Background: an optimization exercise with open tools, aiming at small area, a short achievable clock period and few clock cycles per item. Do not read the settings as production practice. The RTL was checked by simulation tests, not by an equivalence proof against the original design. Power and IR drop assume default switching activity.

===== flow/config.mk =====
export PLATFORM = sky130hd
export DESIGN_NAME = moving_average_filter_core
export DESIGN_NICKNAME = moving_average_filter_core
export VERILOG_FILES = /design/flow/design.v
export SDC_FILE = /design/flow/constraint.sdc
export NUM_CORES = 4
export LEC_CHECK = 0
export CAP_MARGIN = 20
export CORE_MARGIN = 2
export CORE_UTILIZATION = 40
export CTS_CLUSTER_DIAMETER = 70
export CTS_CLUSTER_SIZE = 25
export SETUP_SLACK_MARGIN = 4.5
export SLEW_MARGIN = 20

===== flow/constraint.sdc =====
create_clock -name core_clock -period 7.0 [get_ports {clk}]
set_input_delay 1.4000 -clock core_clock [delete_from_list [all_inputs] [get_ports {clk}]]
set_output_delay 1.4000 -clock core_clock [all_outputs]
set_load 0.01 [all_outputs]

===== flow/design.v =====
package mavg_pkg;
    localparam int WINDOW_MAX  = 32;
    localparam int SAMPLE_BITS = 16;
    localparam int SLOT_BITS   = $clog2(WINDOW_MAX);        
    localparam int SUM_BITS    = SAMPLE_BITS + SLOT_BITS;   
    localparam int CFG_BITS    = 6;
    localparam logic [SLOT_BITS-1:0] WKK_RESET = SLOT_BITS'(4);
endpackage
module mavg_sub7 (
    input  logic [6:0] t,
    input  logic [6:0] x,
    output logic       ge,      
    output logic [4:0] d        
);
    logic [6:0] g, p;
    logic [6:0] c;      
    assign g = t & ~x;
    assign p = ~(t ^ x);
    logic g10, p10, g32, p32, g30, p30, g54, p54, g64;
    assign g10 = g[1] | (p[1] & g[0]);
    assign p10 = p[1] & p[0];
    assign g32 = g[3] | (p[3] & g[2]);
    assign p32 = p[3] & p[2];
    assign g30 = g32 | (p32 & g10);
    assign p30 = p32 & p10;
    assign g54 = g[5] | (p[5] & g[4]);
    assign p54 = p[5] & p[4];
    assign c[0] = 1'b0;
    assign c[1] = g[0];
    assign c[2] = g10;
    assign c[3] = g[2] | (p[2] & g10);
    assign c[4] = g30;
    assign c[5] = g[4] | (p[4] & g30);
    assign c[6] = g54 | (p54 & g30);
    assign ge   = g[6] | (p[6] & c[6]);
    assign d    = p[4:0] ^ c[4:0];
endmodule
module mavg_div_step4 (
    input  logic [4:0]  rem_i,    
    input  logic [15:0] d_i,      
    input  logic [4:0]  kk,       
    input  logic [6:0]  k3m,      
    output logic [4:0]  rem_o,
    output logic [15:0] d_o
);
    logic [6:0] t;
    logic       ge1, ge2, ge3;
    logic [4:0] d1, d2, d3;
    logic [1:0] q;
    assign t = {rem_i, d_i[15:14]};
    mavg_sub7 u1 (.t(t), .x({2'b00, kk}),       .ge(ge1), .d(d1));
    mavg_sub7 u2 (.t(t), .x({1'b0, kk, 1'b1}),  .ge(ge2), .d(d2));
    mavg_sub7 u3 (.t(t), .x(k3m),               .ge(ge3), .d(d3));
    assign q[1] = ge2;
    assign q[0] = ge3 | (ge1 & ~ge2);
    assign rem_o = ({5{ge3}} & d3)
                 | ({5{ge2 & ~ge3}} & d2)
                 | ({5{ge1 & ~ge2}} & d1)
                 | ({5{~ge1}} & t[4:0]);
    assign d_o   = {d_i[13:0], q};
endmodule
module moving_average_filter_core (
    input  logic                             clk,
    input  logic                             rst_n,
    input  logic                             cfg_we,
    input  logic [mavg_pkg::CFG_BITS-1:0]    cfg_wdata,
    input  logic                             s_tvalid,
    output logic                             s_tready,
    input  logic [mavg_pkg::SAMPLE_BITS-1:0] s_tdata,    
    input  logic                             s_tuser,    
    output logic                             m_tvalid,
    input  logic                             m_tready,
    output logic [mavg_pkg::SAMPLE_BITS-1:0] m_tdata     
);
    localparam int SB = mavg_pkg::SUM_BITS;
    logic        en;
    logic        out_v, skid_v;
    logic [15:0] out_d, skid_d;
    logic        live0;
    logic        rdy_q;      
    logic        hen_q;      
    logic        skid_v_nx;
    logic        v0;
    assign en       = !skid_v;
    assign s_tready = rdy_port;
    always_ff @(posedge clk or negedge rst_n)
    begin
        if (!rst_n)
        begin
            live0 <= 1'b0;
            rdy_q <= 1'b0;
            hen_q <= 1'b0;
        end
        else
        begin
            live0 <= 1'b1;
            rdy_q <= !skid_v_nx && live0;
            hen_q <= !skid_v_nx && (en ? (s_tvalid && rdy_q) : v0);
        end
    end
    logic [4:0] wkk;
    always_ff @(posedge clk or negedge rst_n)
    begin
        if (!rst_n)
            wkk <= mavg_pkg::WKK_RESET;
        else if (cfg_we)
        begin
            if (cfg_wdata == 6'd0)
                wkk <= 5'd0;
            else if (cfg_wdata > 6'd32)
                wkk <= 5'd31;
            else
                wkk <= 5'(cfg_wdata - 6'd1);
        end
    end
    logic [15:0] x0;
    logic [7:0]  k0lo;     
    logic [3:0]  k0hi;     
    logic [4:0]  k0;       
    logic [4:0]  c5;
    logic [4:0]  kn;
    always_ff @(posedge clk or negedge rst_n)
    begin
        if (!rst_n)
        begin
            v0 <= 1'b0;
            c5 <= 5'd0;
        end
        else if (en)
        begin
            v0 <= s_tvalid && rdy_q;
            if (s_tvalid && rdy_q)
            begin
                if (s_tuser)
                    c5 <= 5'd1;
                else if (c5 != 5'd31)
                    c5 <= c5 + 5'd1;
            end
        end
    end
    assign kn = s_tuser ? 5'd0 : ((c5 < wkk) ? c5 : wkk);
    always_ff @(posedge clk)
    begin
        if (en)
        begin
            x0   <= s_tdata;
            k0lo <= 8'd1 << kn[2:0];
            k0hi <= 4'd1 << kn[4:3];
        end
    end
    assign k0 = {k0hi[2] | k0hi[3], k0hi[1] | k0hi[3],
                 k0lo[4] | k0lo[5] | k0lo[6] | k0lo[7],
                 k0lo[2] | k0lo[3] | k0lo[6] | k0lo[7],
                 k0lo[1] | k0lo[3] | k0lo[5] | k0lo[7]};
    logic [SB-1:0] acc;
    logic [SB-1:0] h [32];     
    logic [SB-1:0] hv [32];
    logic          v1;
    logic [SB-1:0] m1;
    logic [4:0]    kk1;
    always_ff @(posedge clk or negedge rst_n)
    begin
        if (!rst_n)
            acc <= '0;
        else if (hen_q)
            acc <= acc + {{(SB-16){1'b0}}, ~x0[15], x0[14:0]};
    end
    always_ff @(posedge clk)
    begin
        if (hen_q)
        begin
            h[1] <= acc;
            for (int j = 2; j < 32; j++)
                h[j] <= h[j-1];
        end
    end
    always_comb
    begin
        hv[0] = acc;
        for (int j = 1; j < 32; j++)
            hv[j] = h[j];
    end
    logic [SB-1:0] msel;
    always_comb
    begin
        msel = '0;
        for (int j = 0; j < 32; j++)
            msel = msel | (hv[j] & {SB{k0hi[j/8] & k0lo[j%8]}});
    end
    always_ff @(posedge clk or negedge rst_n)
    begin
        if (!rst_n)
            v1 <= 1'b0;
        else if (en)
            v1 <= v0;
    end
    always_ff @(posedge clk)
    begin
        if (en)
        begin
            m1  <= msel;
            kk1 <= k0;
        end
    end
    logic [4:0]  rem_a [9];
    logic [15:0] d_a   [9];
    logic [4:0]  rem_b [9];
    logic [15:0] d_b   [9];
    logic [4:0]  kk_b  [9];
    logic [6:0]  k3_b  [9];
    logic        v_b   [9];
    logic [SB-1:0] nsum;
    assign nsum = acc - m1;
    assign rem_a[0] = nsum[20:16];
    assign d_a[0]   = nsum[15:0];
    genvar p;
    generate
        for (p = 0; p < 9; p++)
        begin : g_pos
            logic [4:0] kk_a;
            logic [6:0] k3_a;
            logic       v_a;
            if (p == 0)
            begin : g_first
                assign kk_a = kk1;
                assign k3_a = 7'({kk1, 1'b0}) + 7'({2'b00, kk1}) + 7'd2;
                assign v_a  = v1;
            end
            else
            begin : g_step
                mavg_div_step4 u_step (
                    .rem_i (rem_b[p-1]),
                    .d_i   (d_b[p-1]),
                    .kk    (kk_b[p-1]),
                    .k3m   (k3_b[p-1]),
                    .rem_o (rem_a[p]),
                    .d_o   (d_a[p])
                );
                assign kk_a = kk_b[p-1];
                assign k3_a = k3_b[p-1];
                assign v_a  = v_b[p-1];
            end
            always_ff @(posedge clk or negedge rst_n)
            begin
                if (!rst_n)
                    v_b[p] <= 1'b0;
                else if (en)
                    v_b[p] <= v_a;
            end
            always_ff @(posedge clk)
            begin
                if (en)
                begin
                    rem_b[p] <= rem_a[p];
                    d_b[p]   <= d_a[p];
                    kk_b[p]  <= kk_a;
                    k3_b[p]  <= k3_a;
                end
            end
        end
    endgenerate
    logic [15:0] res;
    assign res = {~d_b[8][15], d_b[8][14:0]}
               + {15'd0, (~d_b[8][15] && (rem_b[8] != 5'd0))};
    always_comb
    begin
        if (skid_v)
            skid_v_nx = !m_tready;
        else
            skid_v_nx = out_v && !m_tready && v_b[8];
    end
    always_ff @(posedge clk or negedge rst_n)
    begin
        if (!rst_n)
        begin
            out_v  <= 1'b0;
            skid_v <= 1'b0;
        end
        else if (skid_v)
        begin
            if (m_tready)
                skid_v <= 1'b0;
        end
        else if (!out_v || m_tready)
            out_v <= v_b[8];
        else if (v_b[8])
            skid_v <= 1'b1;
    end
    logic        out_ld;
    logic [15:0] out_new;
    logic [15:0] out_q;
    assign out_ld  = skid_v ? m_tready : ((!out_v || m_tready) && v_b[8]);
    assign out_new = skid_v ? skid_d : res;
    always_ff @(posedge clk)
    begin
        if (out_ld)
            out_d <= out_new;
        out_q <= (out_new & {16{out_ld}}) | (out_d & {16{!out_ld}});
        if (!skid_v && out_v && !m_tready && v_b[8])
            skid_d <= res;
    end
    logic out_vq, rdy_port;
    always_ff @(posedge clk or negedge rst_n)
    begin
        if (!rst_n)
        begin
            out_vq   <= 1'b0;
            rdy_port <= 1'b0;
        end
        else
        begin
            out_vq   <= skid_v | (out_v & !m_tready) | v_b[8];
            rdy_port <= live0 & !skid_v_nx;
        end
    end
    assign m_tvalid = out_vq;
    assign m_tdata  = out_q;
endmodule

===== flow/run.sh =====
#!/bin/bash
# synth_recipe.tcl (not shown) runs the flow's synth.tcl, then flattens the netlist and writes it again
# the make line also repeats each setting of config.mk as NAME=value (left out here)
make -C /OpenROAD-flow-scripts/flow DESIGN_CONFIG=/design/flow/config.mk WORK_HOME=/design/flow/orfs CLKGATE_MAP_FILE= SYNTH_SCRIPT=/design/flow/synth_recipe.tcl finish

==> results of run 1 <==
## metal layers
metal,vias to the layer above,wire [um],track usage
met3,185,8360,0.0306
met1,13433,45200,0.248
met4,2,3510,0.0568
met5,-,9,0
li1,11667,-,-
met2,1101,51000,0.287
## final cells by class
cell class | instances | area [um2]
clock buffers | 84 | 1550
clock inverters | 21 | 323
fillers | 9448 | 58900
inverters | 203 | 832
multi-input cells | 1455 | 12700
flip-flops and latches | 1078 | 32000
well taps | 1488 | 1860
repair buffers | 294 | 2740
repair inverters | 2 | 16.3
## cells by family after synthesis
group,Yosys count,synth area share
buf+inv,315,0.0265
simple gates,367,0.0396
flops,1078,0.713
mux,62,0.0153
fa+ha+maj,213,0.0664
xor+xnor,98,0.0191
compound gates,713,0.120
other cells,1,0.0000836
## registers in the layout, summed over array words and instances (netlist names), 5 cells and up
name / flops
h: 651
d_b: 144
k3_b: 48
rem_b: 45
kk_b: 40
acc: 21
m1: 21
out_d: 16
out_q: 16
skid_d: 16
x0: 16
v_b: 9
k0lo: 8
c5: 5
kk1: 5
wkk: 5
## layout by cell type, fill, tap and decap left out, drive strengths merged, types with 23 or more instances in the layout
master | synthesis | routed
nand2 | 94 | 95
o211ai | 32 | 32
a21o | 82 | 82
nor3 | 45 | 45
fa | 43 | 43
a221oi | 23 | 23
a22oi | 162 | 162
a22o | 67 | 67
a222oi | 57 | 57
dfrtp | 47 | 47
nand4 | 23 | 23
xnor2 | 80 | 80
inv | 201 | 206
ha | 166 | 166
nand3 | 77 | 77
edfxtp | 1014 | 1014
clkbuf | 77 | 87
mux2 | 51 | 51
a21oi | 105 | 105
nor2 | 62 | 62
clkdlybuf4s50 | 0 | 25
o21ai | 58 | 58
buf | 35 | 263
## cell usage after synthesis (8+ instances only)
cell / n / area [um2]
xor2_1: 18 / 158
dfxtp_1: 16 / 320
fa_1: 43 / 861
o211ai_1: 32 / 240
mux2_2: 51 / 574
and3_1: 12 / 75.1
a31oi_1: 8 / 50.1
a32oi_1: 18 / 158
a222oi_1: 57 / 571
a21oi_1: 100 / 500
a211oi_1: 11 / 82.6
nand4_1: 23 / 144
nor2_1: 62 / 233
a22o_1: 67 / 587
dfrtp_1: 47 / 1180
o22ai_1: 9 / 56.3
nand3_1: 77 / 385
a22oi_1: 162 / 1220
xnor2_1: 80 / 701
a2111oi_0: 10 / 87.6
o311ai_0: 8 / 70.1
a2111oi_2: 8 / 120
nor3_1: 45 / 225
mux2i_1: 11 / 110
ha_1: 166 / 2080
inv_1: 200 / 751
buf_1: 32 / 120
a221oi_1: 23 / 201
clkbuf_1: 77 / 289
a21o_1: 81 / 608
o21ai_0: 55 / 275
nor2b_1: 14 / 87.6
a32o_1: 9 / 90.1
nand2_1: 94 / 353
edfxtp_1: 1014 / 30400
nand2b_1: 10 / 62.6
## power groups by stage
stage               clock network (mW)  registers [mW]  logic [mW]
finish                            3.83            11.5        11.9
global route                      4.15            11.7        13.0
CTS                               3.93            11.5        10.6
detailed placement                   0            11.7        9.23
global placement                     0            11.6        8.88
floorplan                            0            11.4        6.50
## path summary, 6_finish.rpt
check | slack, ps | cells past startpoint | end
max | 4250 | 10 | rem_b[0][3]
min | 410 | 0 | d_b[2][9]
max reg2reg | 4250 | 10 | rem_b[0][3]
min reg2reg | 410 | 0 | d_b[2][9]
max in group asynchronous | 5590 | 2 | hen_q
min in group asynchronous | 870 | 2 | acc[12]
## what timing repair did
item,CTS,global route
endpoints found under the setup margin,359,213
cloned,4,4
pin swaps,67,130
setup buffers,126,83
gates resized for setup,272,157
==> results.cfg, run 1 <==
[run_status]
status = no timing/DRC/antenna violations

[setup_path]
end_kind = flop
start_kind = flop
crit_family = compound AO/OA/AOI/OAI gates
reg2reg_from = m1[1]
crit_start = m1[1]
worst-path-buf-inv = 1
cp_slowest_cell = edfxtp_1
cp_cell_sequence = inv_1 > ha_1 > nor2b_4 > o31ai_4 > a21o_2 > a311oi_4 > a221o_1 > a211o_1 > a21oi_2 > xnor2_1
crit_type = flop to flop
path_max_fanout = 3
crit_arrival_ps = 3160
worstPathRequired_ps = 7410
cpPeakStageDelay_ps = 420

[place]
dp_slack_ps = 3500
dp.cells = 4302
place_hpwl_um = 61800
post_dp_cell_area_um2 = 47300
gp_congestion = 0.822
io_buffers = 45

[final_layout]
nNetsFinal = 3327
final_cell_area_um2 = 52100
final_cells = 4625
n_antenna_cell = 0
area_growth_pct = 16.0
final_util = 0.469
drive_above_1_share = 0.200

[power_and_ir_drop]
seqPwrFrac = 0.422
intPower_mw = 17.2
p_sw_mw = 9.99
power_density_nw_per_um2 = 523
swShare = 0.367
p_clk_frac = 0.141
leakage_nw = 18.8
vdd_drop_max_mv = 0.267
fin_total_pwr_mw = 27.2
comb_power_share = 0.437

[die]
coreArea_um2 = 111000
initial_utilization = 0.404
ios = 46
die_area_um2 = 115000
die_w_um = 339
rows = 122
die_h_um = 339

[sta]
fin_crit_sh = 0.393
clock_skew_ps = 35.7
totalNegativeSetupSlack_ps = 0
worst_pin_slew_ps = 1090
finalCriticalPeriod_ps = 2750
slew_headroom = 0.270
whs_ps = 411
finalWorstSetupSlack_ps = 4250
timing_hold_violations_final = 0
slew_viol_final = 0
setup_viol = 0
rsz0062_at_grt = yes
fmax_mhz = 364

[cts]
cts_tree = yes
clk_pin_slew_ps = 100
cts_buffers = 56
cts-htree-levels = 2
insertion_delay_ps = 680
cts_root_buf = clkbuf_16
cts_hold_buf = 0
clockBufferDepth = 3
clock_sinks = 1078

[routing]
drc = 0
wl_per_cell_um = 23.4
drtPass1Iterations = 6
antenna_left = 0
vias = 26388
routed_wl_um = 108000
drt_iter0_drc = 3351
via_per_inst = 5.71

[synthesis]
synth_seq_area_share = 0.713
syn-cell-area_um2 = 44900
yosysUniqueCellTypes = 75
netlist_instances = 2847
synth_seq_cells = 1078
synth_enable_flop_cells = 1014
ys.flop_type = edfxtp_1
syn-num-nets = 3084
synth-async-reset-ratio = 0.0445
yosys_warnings = 19
avgSynthCellArea_um2 = 15.8

[grt]
grt_use_total = 0.179
grt_pass1_vias = 26404
overflow = 0
grt_max_degree = 217
antenna_found_initial = 2
grt_pass1_wl_um = 160000

[job]
max_cap_viol_count = 0

[hold_path]
hp-class = flop to flop
min_from = d_b[1][7]
Testbench counts, summed over its fixed seeds: cycles 2,576, items 2,400.
==> run 2, diff against run 1 <==
--- a/flow/config.mk
+++ b/flow/config.mk
@@ -10,5 +10,5 @@
 export CORE_UTILIZATION = 40
 export CTS_CLUSTER_DIAMETER = 70
 export CTS_CLUSTER_SIZE = 25
-export SETUP_SLACK_MARGIN = 4.5
+export SETUP_SLACK_MARGIN = 4.7
 export SLEW_MARGIN = 20
==> results.cfg, run 2 <==
[cts]
cts_buffers = 56
cts_tree = yes
clock_sinks = 1078
clk_pin_slew_ps = 100
clockBufferDepth = 3
insertion_delay_ps = 700
cts-htree-levels = 2
cts_root_buf = clkbuf_16

[setup_path]
crit_type = flop to flop
reg2reg_from = m1[10]
start_kind = flop
reg2reg_to = rem_b[0][3]
worstPathRequired_ps = 7430
end_kind = flop
path_max_fanout = 5
rrSetupSlack_ps = 4250
crit_arrival_ps = 3170
ff2ff_path_depth = 9

[grt]
overflow = 0
grt_use_total = 0.187
grt_max_degree = 220
grt_pass1_wl_um = 165000
grt_pass1_vias = 26497
antenna_found_initial = 5

[sta]
timing_hold_violations_final = 0
setup_viol = 0
rsz0062_at_grt = yes
clock_skew_ps = 50.2
slew_headroom = 0.383
fmax_mhz = 364
finalCriticalPeriod_ps = 2750
worst_pin_slew_ps = 926
slew_viol_final = 0
fin_crit_sh = 0.392
totalNegativeSetupSlack_ps = 0

[synthesis]
synthSimpleGateAreaFrac = 0.0396
synth_top_family_by_area = compound AO/OA/AOI/OAI gates
synth-async-reset-ratio = 0.0445
synthAdderAreaFrac = 0.0664
synth_compound_area_frac = 0.120
synth_commonest_cells = 1014 x edfxtp_1, 200 x inv_1, 166 x ha_1
synth_area_leaders = edfxtp_1 68%, ha_1 4.6%, a22oi_1 2.7%
synth_seq_area_share = 0.713
syn-num-nets = 3084
yosysMostFrequentCell = edfxtp_1
synth_seq_cells = 1078
syn-cell-area_um2 = 44900
netlist_instances = 2847
yosys_warnings = 19
yosysUniqueCellTypes = 75
yosys.area.top_type = edfxtp_1
synth_xor_xnor_area_share = 0.0191
synthMuxAreaShare = 0.0153
avgSynthCellArea_um2 = 15.8
synth_enable_flop_cells = 1014
ys.flop_type = edfxtp_1
synth_top_area_frac = 0.679

[power_and_ir_drop]
vdd_drop_max_mv = 0.261
leakage_nw = 19.1
seqPwrFrac = 0.412
intPower_mw = 17.6
comb_power_share = 0.451
power_density_nw_per_um2 = 528
p_sw_mw = 10.4
swShare = 0.371
fin_total_pwr_mw = 28.0
p_clk_frac = 0.137

[place]
place_hpwl_um = 61500
gp_congestion = 0.849
post_dp_cell_area_um2 = 47300
io_buffers = 45

[hold_path]
min_from = d_b[1][2]
min_to = d_b[2][4]
min_path_cells = 0
hp-class = flop to flop

[routing]
via_per_inst = 5.73
wl_per_cell_um = 24.7
routed_wl_um = 115000
vias = 26666
antenna_left = 0
drt_iter0_drc = 3418
drc = 0
drtPass1Iterations = 6

[die]
initial_utilization = 0.404
die_h_um = 339
die_area_um2 = 115000
ios = 46
die_w_um = 339
rows = 122
coreArea_um2 = 111000

[final_layout]
drive_above_1_share = 0.224
nFillCells = 9296
final_common_cell = edfxtp_1
largest_registers = h (651), d_b (144), k3_b (48)
mostFrequentLayoutCells = 1014 x edfxtp_1, 196 x buf_4, 161 x a22oi_1, 153 x inv_1, 134 x ha_1
area_growth_pct = 18.1
nNetsFinal = 3351
regMostFlops = h
final_cell_area_um2 = 53000
largest_reg_flops = 651

[job]
max_cap_viol_count = 0

[run_status]
status = no timing/DRC/antenna violations
[run 2: routing by layer]
layer / global-route usage / vias up / part of all wire
li1: - / 11711 / -
met1: 0.254 / 13534 / 0.40
met2: 0.300 / 1227 / 0.47
met3: 0.0404 / 194 / 0.093
met4: 0.0603 / 0 / 0.035
met5: 0 / - / 0
[run 2: cell type report]
cell class	count	area, um2	area share
Antenna cell	1	2.50	0.0000472
Clock buffer	83	1570	0.0295
Clock inverter	22	307	0.00579
Inverter	203	831	0.0157
Multi-Input combinational cell	1454	13000	0.246
Sequential cell	1078	32000	0.604
Tap cell	1488	1860	0.0351
Timing Repair Buffer	320	3350	0.0632
Timing Repair inverter	1	8.76	0.000165
[run 2: critical path, stage by stage (launching register included)]
cell and delay [ps]:
edfxtp_1 480, inv_1 160, ha_1 280, or3_1 400, o21ai_2 120, a311oi_4 90, a221o_1 430, a211o_1 330
a21oi_2 140, xnor2_1 70
[run 2: metrics by stage]
| step | hold slack [ps] | util | instances | setup slack [ps] |
|---|---|---|---|---|
| floorplan | 400 | - | 2847 | 1190 |
| global placement | 400 | 0.426 | 4302 | 3810 |
| detailed placement | 405 | 0.426 | 4302 | 3820 |
| CTS | 414 | 0.468 | 4585 | 4300 |
| global route | 420 | 0.477 | 4649 | 4170 |
| finish | 412 | 0.477 | 4650 | 4250 |
[run 2: how the worst max path moves through the flow]
stage / startpoint / to / slack (ps) / cells after the start
floorplan: hen_q / acc[20] / 1190 / 4
finish: m1[10] / rem_b[0][3] / 4250 / 9
global placement: s_tuser / k0lo[4] / 3810 / 3
detailed placement: s_tuser / k0lo[4] / 3820 / 3
CTS: x0[0] / acc[14] / 4300 / 11
global route: m1[9] / rem_b[0][3] / 4170 / 9
[run 2: power groups by stage]
stage / registers [mW] / logic [mW] / clock network, mW
2_1_floorplan: 11.4 / 6.58 / 0
3_3_place_gp: 11.6 / 9.00 / 0
3_5_place_dp: 11.6 / 9.29 / 0
4_1_cts: 11.5 / 11.5 / 3.92
5_1_grt: 11.7 / 13.7 / 4.13
6_report: 11.5 / 12.6 / 3.83
[run 2: cells by family after synthesis]
| group | after synthesis |
|---|---|
| AND/OR/NAND/NOR | 367 |
| multiplexers | 62 |
| XOR/XNOR | 98 |
| flip-flops | 1078 |
| AO/OA/AOI/OAI | 713 |
| other | 1 |
| adder cells (fa/ha/maj) | 213 |
| buffers and inverters | 315 |
[run 2: repair_timing]
| action | in CTS | in global routing |
|---|---|---|
| setup buffers | 163 | 57 |
| gates resized for setup | 395 | 118 |
| pin swaps | 161 | 138 |
| endpoints found under the setup margin | 614 | 220 |
| gates cloned | 15 | 6 |
| hold buffers | 0 | 0 |
==> run 3, diff against run 2 <==
--- a/flow/design.v
+++ b/flow/design.v
@@ -59,6 +59,43 @@
                  | ({5{~ge1}} & t[4:0]);
     assign d_o   = {d_i[13:0], q};
 endmodule
+module mavg_add #(
+    parameter int W = 21
+) (
+    input  logic [W-1:0] a,
+    input  logic [W-1:0] b,
+    input  logic         cin,
+    output logic [W-1:0] s
+);
+    localparam int L = $clog2(W);
+    logic [W-1:0] p;
+    logic [W-1:0] gl [L+1];    
+    logic [W-1:0] pl [L+1];    
+    assign p = a ^ b;
+    always_comb
+    begin
+        gl[0] = a & b;
+        gl[0][0] = (a[0] & b[0]) | (p[0] & cin);
+        pl[0] = p;
+        for (int l = 0; l < L; l++)
+        begin
+            for (int i = 0; i < W; i++)
+            begin
+                if (i >= (1 << l))
+                begin
+                    gl[l+1][i] = gl[l][i] | (pl[l][i] & gl[l][i - (1 << l)]);
+                    pl[l+1][i] = pl[l][i] & pl[l][i - (1 << l)];
+                end
+                else
+                begin
+                    gl[l+1][i] = gl[l][i];
+                    pl[l+1][i] = pl[l][i];
+                end
+            end
+        end
+    end
+    assign s = p ^ {gl[L][W-2:0], cin};
+endmodule
 module moving_average_filter_core (
     input  logic                             clk,
     input  logic                             rst_n,
@@ -158,12 +195,19 @@
     logic          v1;
     logic [SB-1:0] m1;
     logic [4:0]    kk1;
+    logic [SB-1:0] acc_sum;
+    mavg_add #(.W(SB)) u_acc_add (
+        .a   (acc),
+        .b   ({{(SB-16){1'b0}}, ~x0[15], x0[14:0]}),
+        .cin (1'b0),
+        .s   (acc_sum)
+    );
     always_ff @(posedge clk or negedge rst_n)
     begin
         if (!rst_n)
             acc <= '0;
         else if (hen_q)
-            acc <= acc + {{(SB-16){1'b0}}, ~x0[15], x0[14:0]};
+            acc <= acc_sum;
     end
     always_ff @(posedge clk)
     begin
@@ -210,7 +254,12 @@
     logic [6:0]  k3_b  [9];
     logic        v_b   [9];
     logic [SB-1:0] nsum;
-    assign nsum = acc - m1;
+    mavg_add #(.W(SB)) u_nsum (
+        .a   (acc),
+        .b   (~m1),
+        .cin (1'b1),
+        .s   (nsum)
+    );
     assign rem_a[0] = nsum[20:16];
     assign d_a[0]   = nsum[15:0];
     genvar p;
--- a/flow/config.mk
+++ b/flow/config.mk
@@ -10,5 +10,5 @@
 export CORE_UTILIZATION = 40
 export CTS_CLUSTER_DIAMETER = 70
 export CTS_CLUSTER_SIZE = 25
-export SETUP_SLACK_MARGIN = 4.7
+export SETUP_SLACK_MARGIN = 4.6
 export SLEW_MARGIN = 20
==> results.cfg, run 3 <==
[routing]
antenna_left = 0
met2_wirelength_um = 50300
wl_met3_um = 8430
routedLengthMet1_um = 44600
drt_iter0_drc = 3392
vias = 26333
drc = 0
via_per_inst = 5.69
wl_per_cell_um = 22.9
routed_wl_um = 106000
highest_layer = met4
drtPass1Iterations = 9

[setup_path]
crit_family = compound AO/OA/AOI/OAI gates
start_kind = flop
crit_type = flop to flop
cp_common_cell = buf_6
cp_slowest_cell = dfrtp_2
crit_arrival_ps = 3020
worstPathRequired_ps = 7410
cp_cell_sequence = buf_6 > inv_4 > ha_4 > fa_2 > nor2b_4 > o31a_1 > o21ai_2 > a21oi_4 > buf_6 > a211o_1 > a21oi_2 > xnor2_1
end_kind = flop
worst-path-buf-inv = 3
cpPeakStageDelay_ps = 450
path_max_fanout = 3

[die]
rows = 123
die_h_um = 340
ios = 46
die_area_um2 = 115000
initial_utilization = 0.402
coreArea_um2 = 112000
die_w_um = 340

[power_and_ir_drop]
vdd_drop_max_mv = 0.234
p_sw_mw = 10.2
seqPwrFrac = 0.423
p_clk_frac = 0.140
intPower_mw = 17.0
comb_power_share = 0.438
fin_total_pwr_mw = 27.3
swShare = 0.375
leakage_nw = 18.8
power_density_nw_per_um2 = 527

[final_layout]
mostFrequentLayoutCells = 1014 x edfxtp_1, 199 x inv_1, 169 x buf_4, 156 x a22oi_1, 155 x nand2_1
largest_registers = h (651), d_b (144), k3_b (48)
largest_reg_flops = 651
regMostFlops = h
n_antenna_cell = 0
final_common_cell = edfxtp_1
drive_above_1_share = 0.200
final_cells = 4629
nNetsFinal = 3326
area_growth_pct = 14.9

[cts]
clockBufferDepth = 3
cts_tree = yes
insertion_delay_ps = 680
cts_root_buf = clkbuf_16
cts_buffers = 58
clk_pin_slew_ps = 100
cts-htree-levels = 2
clock_sinks = 1078

[sta]
slew_viol_final = 0
finalCriticalPeriod_ps = 2610
slew_headroom = 0.223
setup_viol = 0
timing_hold_violations_final = 0
totalNegativeSetupSlack_ps = 0
rsz0062_at_grt = yes
fmax_mhz = 383
clock_skew_ps = 46.6
worst_pin_slew_ps = 1160
fin_crit_sh = 0.373

[synthesis]
synth_seq_area_share = 0.709
synth_top_family_by_area = compound AO/OA/AOI/OAI gates
syn-num-nets = 3125
synth_top_area_frac = 0.675
synthSimpleGateAreaFrac = 0.0461
netlist_instances = 2887
synth_xor_xnor_area_share = 0.0177
ys.flop_type = edfxtp_1
synth_compound_area_frac = 0.117
yosysMostFrequentCell = edfxtp_1
synth_enable_flop_cells = 1014
synth_area_leaders = edfxtp_1 68%, ha_1 4.6%, a22oi_1 2.8%
synthMuxAreaShare = 0.0142
yosys.area.top_type = edfxtp_1
avgSynthCellArea_um2 = 15.6
synth-async-reset-ratio = 0.0445
syn-cell-area_um2 = 45100
synth_commonest_cells = 1014 x edfxtp_1, 232 x inv_1, 171 x a22oi_1
yosys_warnings = 22
synthAdderAreaFrac = 0.0663
yosysUniqueCellTypes = 76
synth_seq_cells = 1078

[grt]
grt_pass1_vias = 26193
antenna_found_initial = 1
overflow = 0
grt_use_total = 0.174
grt_pass1_wl_um = 157000
grt_max_degree = 208

[hold_path]
hp-class = flop to flop

[place]
gp_congestion = 0.838
place_hpwl_um = 61200
io_buffers = 45
dp.cells = 4351

[job]
max_cap_viol_count = 0

[run_status]
status = no timing/DRC/antenna violations
## run 3: changes by cell type in the layout (fill, tap and decap cells not counted), sizes merged, moves of 17 or more
cell / previous run / this run
and2: 8 / 26
a222oi: 57 / 86
nand3: 77 / 58
nand2: 94 / 155
o21ai: 58 / 75
a21oi: 105 / 64
nor3: 45 / 24
inv: 205 / 249
o211ai: 32 / 10
xnor2: 80 / 58
buf: 276 / 221
a21o: 82 / 36
## run 3: worst paths after layout
| kind | cells after the start | slack [ps] | endpoint | startpoint |
|---|---|---|---|---|
| min in group asynchronous | 2 | 860 | c5[2] | rst_n |
| min | 0 | 390 | d_b[3][5] | d_b[2][3] |
| max in group asynchronous | 2 | 5580 | hen_q | rst_n |
| min reg2reg | 0 | 390 | d_b[3][5] | d_b[2][3] |
| max | 12 | 4390 | rem_b[0][2] | acc[0] |
| max reg2reg | 12 | 4390 | rem_b[0][2] | acc[0] |
## run 3: area by class of cell
class	instances	area (um2)
Inverter	234	923
Tap cell	1500	1880
Timing Repair inverter	2	16.3
Clock buffer	71	1510
Clock inverter	30	372
Timing Repair Buffer	253	2320
Multi-Input combinational cell	1461	12800
Sequential cell	1078	32000
Fill cell	9517	60400
## run 3: metal layers
metal | vias to the layer above | GRT usage
li1 | 11660 | -
met1 | 13429 | 0.243
met2 | 1080 | 0.284
met3 | 164 | 0.0260
met4 | 0 | 0.0456
met5 | - | 0
## run 3: metrics by stage
stage	setup WS (ps)	instance area, um2	util	hold slack (ps)
floorplan	1350	45200	-	400
global placement	3680	47400	0.422	407
detailed placement	3610	47400	0.422	405
CTS	4350	50600	0.451	393
global route	4310	51800	0.462	405
finish	4390	51800	0.462	386
## run 3: cells by family (layout without fill, tap and decap cells)
group,Yosys count,in the layout
xor+xnor,91,91
flops,1078,1078
compound gates,662,662
other cells,1,1
buf+inv,348,590
simple gates,436,436
fa+ha+maj,214,214
mux,57,57
## run 3: repair_timing
action | 4_1_cts | 5_1_grt
resized for setup | 304 | 127
hold endpoints to repair | 0 | 0
hold buffers | 0 | 0
setup buffers | 91 | 80
pin swaps | 111 | 110
gates cloned | 2 | 4
setup endpoints to repair | 396 | 401
## run 3: power by group through the flow
| stage | clock [mW] | sequential, mW | combinational (mW) |
|---|---|---|---|
| CTS | 3.93 | 11.6 | 10.6 |
| floorplan | 0 | 11.4 | 6.51 |
| global route | 4.14 | 11.8 | 13.0 |
| global placement | 0 | 11.6 | 8.96 |
| finish | 3.81 | 11.5 | 11.9 |
| detailed placement | 0 | 11.7 | 9.25 |
Testbench counts of run 3, summed over its fixed seeds: cycles 2,576, items 2,400.
==> run 4, diff against run 3 <==
--- a/flow/config.mk
+++ b/flow/config.mk
@@ -8,7 +8,7 @@
 export CAP_MARGIN = 20
 export CORE_MARGIN = 2
 export CORE_UTILIZATION = 40
-export CTS_CLUSTER_DIAMETER = 70
-export CTS_CLUSTER_SIZE = 25
+export CTS_CLUSTER_DIAMETER = 75
+export CTS_CLUSTER_SIZE = 30
 export SETUP_SLACK_MARGIN = 4.6
 export SLEW_MARGIN = 20
==> results.cfg, run 4 <==
[run_status]
status = no timing/DRC/antenna violations

[sta]
worst_pin_slew_ps = 1190
slew_headroom = 0.210
slew_viol_final = 0
totalNegativeSetupSlack_ps = 0
fmax_mhz = 387
fin_crit_sh = 0.369
clock_skew_ps = 55.8
setup_viol = 0
rsz0062_at_grt = yes
finalCriticalPeriod_ps = 2580
timing_hold_violations_final = 0

[place]
io_buffers = 45
place_hpwl_um = 61200
gp_congestion = 0.838
post_dp_cell_area_um2 = 47400
dp.cells = 4351

[setup_path]
ff2ff_path_depth = 11
cp_cell_sequence = buf_6
crit_arrival_ps = 1180
crit_family = flip-flops
crit_type = flop to output pin
path_max_fanout = 2
start_kind = flop
crit_cells = 1
worst-path-buf-inv = 1
end_kind = output pin
cp_slowest_cell = dfrtp_1
cpPeakStageDelay_ps = 410
worstPathRequired_ps = 5600

[routing]
wl_per_cell_um = 22.8
vias = 26219
drtPass1Iterations = 8
routed_wl_um = 105000
drt_iter0_drc = 3191
via_per_inst = 5.68
antenna_left = 0
drc = 0

[final_layout]
drive_above_1_share = 0.203
area_growth_pct = 14.6
final_cells = 4614
largest_reg_flops = 651
mostFrequentLayoutCells = 1014 x edfxtp_1, 198 x inv_1, 167 x buf_4, 156 x a22oi_1, 155 x nand2_1
final_common_cell = edfxtp_1
nNetsFinal = 3320
largest_registers = h (651), d_b (144), k3_b (48)
regMostFlops = h
n_antenna_cell = 0
final_cell_area_um2 = 51700

[synthesis]
yosysUniqueCellTypes = 76
syn-num-nets = 3125
synth_top_area_frac = 0.675
yosys_warnings = 22
synth_area_leaders = edfxtp_1 68%, ha_1 4.6%, a22oi_1 2.8%
ys.flop_type = edfxtp_1
synth_seq_cells = 1078
yosys.area.top_type = edfxtp_1
avgSynthCellArea_um2 = 15.6
synth-async-reset-ratio = 0.0445
synth_enable_flop_cells = 1014
yosysMostFrequentCell = edfxtp_1
synth_seq_area_share = 0.709
syn-cell-area_um2 = 45100
synth_commonest_cells = 1014 x edfxtp_1, 232 x inv_1, 171 x a22oi_1
netlist_instances = 2887

[die]
die_area_um2 = 115000
die_w_um = 340
die_h_um = 340
ios = 46
initial_utilization = 0.402
coreArea_um2 = 112000
rows = 123

[cts]
insertion_delay_ps = 690
cts_root_buf = clkbuf_16
cts_tree = yes
clock_sinks = 1078
clk_pin_slew_ps = 110
cts_buffers = 50
cts-htree-levels = 2
clockBufferDepth = 3

[power_and_ir_drop]
fin_total_pwr_mw = 27.1
vdd_drop_max_mv = 0.217
leakage_nw = 18.7
power_density_nw_per_um2 = 525

[grt]
grt_pass1_vias = 26030
grt_max_degree = 208
overflow = 0
grt_use_total = 0.173
grt_pass1_wl_um = 156000
antenna_found_initial = 1

[job]
max_cap_viol_count = 0

[hold_path]
hp-class = flop to flop
min_path_cells = 0
==> run 4: cell counts after synthesis <==
No cell type changed its count.
==> run 4: what timing repair did <==
item                                    in CTS  in global routing
pin swaps                                  116                118
hold endpoints to repair                     0                  0
hold buffers                                 0                  0
resized for setup                          306                144
gates cloned                                 2                  3
buffers inserted                            89                 85
endpoints found under the setup margin     391                493
==> run 4: final timing paths <==
path | slack, ps | from | endpoint
setup / recovery | 4420 | rdy_port | s_tready
hold / removal | 410 | d_b[4][6] | d_b[5][8]
setup reg to reg | 4440 | acc[0] | acc[14]
hold reg to reg | 410 | d_b[4][6] | d_b[5][8]
max in group asynchronous | 5610 | rst_n | hen_q
min in group asynchronous | 860 | rst_n | c5[3]
==> run 4: layout make-up <==
cell class,count,area [um2]
tap,1500,1880
clock inverter,27,390
timing repair buffer,254,2270
sequential,1078,32000
clock buffer,57,1320
timing repair inverter,3,25.0
fill,9532,60500
inverter,234,923
multi-input combinational,1461,12900
==> run 4: stage by stage <==
step	worst slack (ps)	hold slack (ps)	utilization
final	4420	405	0.461
after floorplan	1350	400	-
after global placement	3680	407	0.422
after CTS	4360	411	0.449
after global routing	4290	426	0.461
after detailed placement	3610	405	0.422
==> run 4: power breakdown <==
group          switching (mW)  total [mW]  internal, mW
Clock                    2.12        3.62          1.50
Sequential               1.38        11.5          10.2
Combinational            6.74        12.0          5.26
==> run 4: layer usage <==
| metal | track usage | vias to the layer above | part of all wire |
|---|---|---|---|
| met2 | 0.284 | 1030 | 0.48 |
| met5 | 0 | - | 0 |
| met4 | 0.0462 | 0 | 0.020 |
| li1 | - | 11611 | - |
| met3 | 0.0251 | 121 | 0.074 |
| met1 | 0.242 | 13457 | 0.42 |
==> run 4: cell families (layout without fill, tap and decap cells) <==
| kind of cell | count (synthesis) | in the layout | share of synthesized area |
|---|---|---|---|
| AO/OA/AOI/OAI | 662 | 662 | 0.117 |
| XOR/XNOR | 91 | 91 | 0.0177 |
| adder cells (fa/ha/maj) | 214 | 214 | 0.0663 |
| buffers and inverters | 348 | 575 | 0.0293 |
| flip-flops | 1078 | 1078 | 0.709 |
| multiplexers | 57 | 57 | 0.0142 |
| other | 1 | 1 | 0.0000831 |
| AND/OR/NAND/NOR | 436 | 436 | 0.0461 |

## afterwards: timing with drivers on the ports
No port has a modelled driver above. Below, the same layouts with a new extraction and two added sets of constraints. Step 1, drivers: a clkbuf_16 drives clk and a buf_2 each remaining input, both assumed. Step 2 times the ports against the registers' clock, not the clock port: input delays grow and output delays shrink by t, the midpoint of the rising clock arrivals with the driver on. a / b / c = ideal ports / drivers / drivers and shift; a / b = the first two.
run | shift t [ns] | setup WS [ns] | worst hold slack (ns) | latest minus earliest clock arrival (ns) | slew at the worst register clock pin (ns)
run 1 | 0.736 | 4.250 / 4.250 / 3.920 | 0.411 / 0.411 / 0.411 | 0.044 / 0.044 | 0.10 / 0.10
run 2 | 0.743 | 4.255 / 4.255 / 4.026 | 0.412 / 0.412 / 0.412 | 0.059 / 0.060 | 0.11 / 0.11
run 3 | 0.736 | 4.391 / 4.344 / 3.994 | 0.386 / 0.386 / 0.386 | 0.056 / 0.056 | 0.10 / 0.10
run 4 | 0.728 | 4.415 / 4.344 / 3.985 | 0.405 / 0.405 / 0.405 | 0.072 / 0.072 | 0.12 / 0.12
After both steps setup and hold are still met in every run listed. The setup slack of run 4, which loses most, moves by -0.071 ns with the drivers and by -0.430 ns with both steps.
